From an optimization exercise on the open Yosys and OpenROAD flow, aimed at small area and a short achievable clock period; shortcuts taken in it are not production practice.
RTL that was checked went through simulation tests only; none was proved equivalent to the original.
Power is estimated from default activity; no workload was simulated.

== alpha ==
// dvp_frame_writer
module dvp_frame_writer #(
    parameter int BURST_LEN    = 64,
    parameter int FIFO_DEPTH   = 256,
    parameter int FRAME_PIXELS = 307200,
    parameter int ADDR_W       = 20,
    parameter int BASE_ADDR    = 0
) (
    input  logic                        sclk,          
    input  logic                        rst,           
    input  logic                        frame_start,   
    input  logic                        pix_valid,     
    input  logic [15:0]                 pix_data,      
    output logic                        wr_req,        
    output logic [ADDR_W-1:0]           wr_addr,       
    input  logic                        wr_ack,        
    input  logic                        wr_data_rd,    
    output logic [15:0]                 wr_data,       
    output logic [$clog2(FIFO_DEPTH):0] fifo_level,    
    output logic                        overflow,      
    output logic                        frame_done     
);
    localparam int LW     = $clog2(FIFO_DEPTH) + 1;
    localparam int NBURST = FRAME_PIXELS / BURST_LEN;
    localparam int CW     = $clog2(FRAME_PIXELS + 1);
    localparam int BW     = $clog2(NBURST + 1);
    localparam int KW     = $clog2(BURST_LEN);
    localparam int BD     = (FIFO_DEPTH - 2) / 2;      
    localparam int NH     = (BD + 16) / 16;            
    logic            idle_q, fill_q, req_q, xfer_q, done_q;
    logic            idle_d, fill_d, req_d, xfer_d, done_d;
    logic [LW-1:0]   level_q, level_d;
    logic [CW-1:0]   in_cnt_q, in_cnt_d;
    logic            in_room_q, in_room_d;             
    logic [BW-1:0]   burst_idx_q, burst_idx_d;
    logic [KW-1:0]   pop_cnt_q, pop_cnt_d;
    logic            pending_q, pending_d;
    logic            overflow_q, overflow_d;
  ...
clock: 7.0 ns
lec_check: 0
abc_clock_period_in_ps: 2000
cap_margin: 20
core_margin: 2
core_utilization: 55
cts_cluster_diameter: 60
cts_cluster_size: 30
setup_slack_margin: 4.0
slew_margin: 20
standard.sh (not shown) runs the stock make flow with config.mk's settings and CLKGATE_MAP_FILE= SYNTH_SCRIPT=/design/flow/synth_recipe.tcl, a recipe that flattens the netlist after the stock synthesis.
==> flow/flow/run.sh <==
#!/bin/bash
# Own flow: the standard layout (standard.sh, unchanged synthesis and steps) with two
# layout options changed: the port buffers are buf_4 cells instead of the resizer's pick,
# and clock tree synthesis inserts no dummy loads.
set -euo pipefail
export BUFFER_PORTS_ARGS="-buffer_cell sky130_fd_sc_hd__buf_4"
export CTS_ARGS="-sink_clustering_enable -repair_clock_nets -sink_clustering_size 30 -sink_clustering_max_diameter 60 -dont_use_dummy_load"
bash standard.sh finish > flow_make.log 2>&1
Edits applied to the flow inputs when going from alpha to beta:
diff --git a/flow/design.v b/flow/design.v
--- a/flow/design.v
+++ b/flow/design.v
@@ -40,27 +40,28 @@
     logic [15:0]     head_new;
     logic            head_upd;
     logic [15:0]     stg_q;                            
     logic            stg_v_q, stg_v_d;
     logic            stg_b_q, stg_b_d;                 
     logic            par_q, par_d;                     
     logic            shift_q, shift_d;                 
+    logic [1:0]      sh_q, sh_d;                       
     logic            nb_q, nb_d;                       
     logic [1:0][15:0]   lo_q, lo_d;
     logic [1:0][NH-1:0] hi_q, hi_d;
     logic [1:0][NH-1:0] near_q, near_d;                
     logic [1:0][NH-1:0] b_en;                          
     logic [1:0][15:0]   rd_q;                          
     logic [1:0]      b_empty, b_inc, b_dec;
     logic            banks_empty;
     logic accepting, full, in_room, push, pop, last_pop, restart;
     logic to_head, stg_load, take_bank, take_stg, lvl0, lvl1;
     always_comb
         for (int k = 0; k < 2; k++)
-            b_en[k] = {NH{shift_q && stg_b_q == 1'(k)}} & near_q[k];
+            b_en[k] = {NH{sh_q[k]}} & near_q[k];
     dvp_fw_bank #(.BD(BD), .NH(NH)) u_bank0 (
         .clk(sclk), .en(b_en[0]), .din(stg_q), .lo(lo_q[0]), .hi(hi_q[0]), .rd_q(rd_q[0])
     );
     dvp_fw_bank #(.BD(BD), .NH(NH)) u_bank1 (
         .clk(sclk), .en(b_en[1]), .din(stg_q), .lo(lo_q[1]), .hi(hi_q[1]), .rd_q(rd_q[1])
     );
     always_comb begin
@@ -131,14 +132,15 @@
         else head_new = rd_q[0];
         if (stg_load) begin
             stg_b_d = par_q;
             par_d   = !par_q;
         end
         stg_v_d = stg_load || (stg_v_q && !shift_q);
         shift_d = stg_v_d && !level_d[LW-1];
+        sh_d    = {shift_d && stg_b_d, shift_d && !stg_b_d};
         if (take_bank) nb_d = !nb_q;
         else if (banks_empty && shift_q && !take_stg) nb_d = stg_b_q;
         for (int k = 0; k < 2; k++) begin
             b_inc[k] = shift_q && (stg_b_q == 1'(k)) && !take_stg;
             b_dec[k] = take_bank && (nb_q == 1'(k));
             if (b_inc[k] && !b_dec[k]) begin
                 lo_d[k] = {lo_q[k][14:0], lo_q[k][15]};
@@ -159,14 +161,15 @@
             in_room_d   = 1'b1;
             burst_idx_d = '0;
             pop_cnt_d   = '0;
             pending_d   = 1'b0;
             overflow_d  = 1'b0;
             stg_v_d     = 1'b0;
             shift_d     = 1'b0;
+            sh_d        = 2'b00;
             for (int k = 0; k < 2; k++) begin
                 lo_d[k] = 16'd1;
                 hi_d[k] = NH'(1);
             end
         end
     end
     always_ff @(posedge sclk) begin
@@ -181,14 +184,15 @@
             in_room_q   <= 1'b1;
             burst_idx_q <= '0;
             pop_cnt_q   <= '0;
             pending_q   <= 1'b0;
             overflow_q  <= 1'b0;
             stg_v_q     <= 1'b0;
             shift_q     <= 1'b0;
+            sh_q        <= 2'b00;
             lo_q        <= {2{16'd1}};
             hi_q        <= {2{NH'(1)}};
         end else begin
             idle_q      <= idle_d;
             fill_q      <= fill_d;
             req_q       <= req_d;
             xfer_q      <= xfer_d;
@@ -198,14 +202,15 @@
             in_room_q   <= in_room_d;
             burst_idx_q <= burst_idx_d;
             pop_cnt_q   <= pop_cnt_d;
             pending_q   <= pending_d;
             overflow_q  <= overflow_d;
             stg_v_q     <= stg_v_d;
             shift_q     <= shift_d;
+            sh_q        <= sh_d;
             lo_q        <= lo_d;
             hi_q        <= hi_d;
         end
     end
     always_ff @(posedge sclk) begin
         nb_q    <= nb_d;
         par_q   <= par_d;
Notes after the runs:
Compared with alpha, in beta actual transition at the worst max-transition pin shrank by 0.042 ns, power held steady.
The sequential cell count was comparable across alpha and beta.
alpha has higher first-pass GRT wire length than beta.
Between alpha and beta, the die area figures differ only marginally.
Pin count of the biggest net entering global routing is lower on beta
Summary of beta over alpha: cell count ~0 delta; worst slack on hold paths ~0 delta; compound-gate portion of the synthesized area ~0 delta; cell area ~0 delta.
On register share of the cell area, alpha and beta are basically level.
Only the layout flow was run in alpha; the RTL was not checked for function there.

## static timing again, ports no longer ideal
The results above use ideal ports. As a check the final layouts listed here were re-extracted and re-timed, cells and wires unchanged.
Step 1 assumes that a clkbuf_16 drives the clock port and a buf_2 every other input.
Step 2 moves the port delays by t, midway between the first and last clock arrival at a register: inputs arrive t later, outputs are due t later. That takes back most of the time a late clock gives input paths.
Slacks: ideal ports / drivers / drivers and shift; pairs: ideal ports / drivers.
run	t (ns)	slack for setup (ns)	worst setup path after step 2
alpha	1.008	3.970 / 3.953 / 3.289	input to register
beta	1.004	4.015 / 3.928 / 3.383	input to register
After both steps setup and hold are still met in every run listed. The setup slack of alpha, which loses most, moves by -0.017 ns with the drivers and by -0.681 ns with both steps.
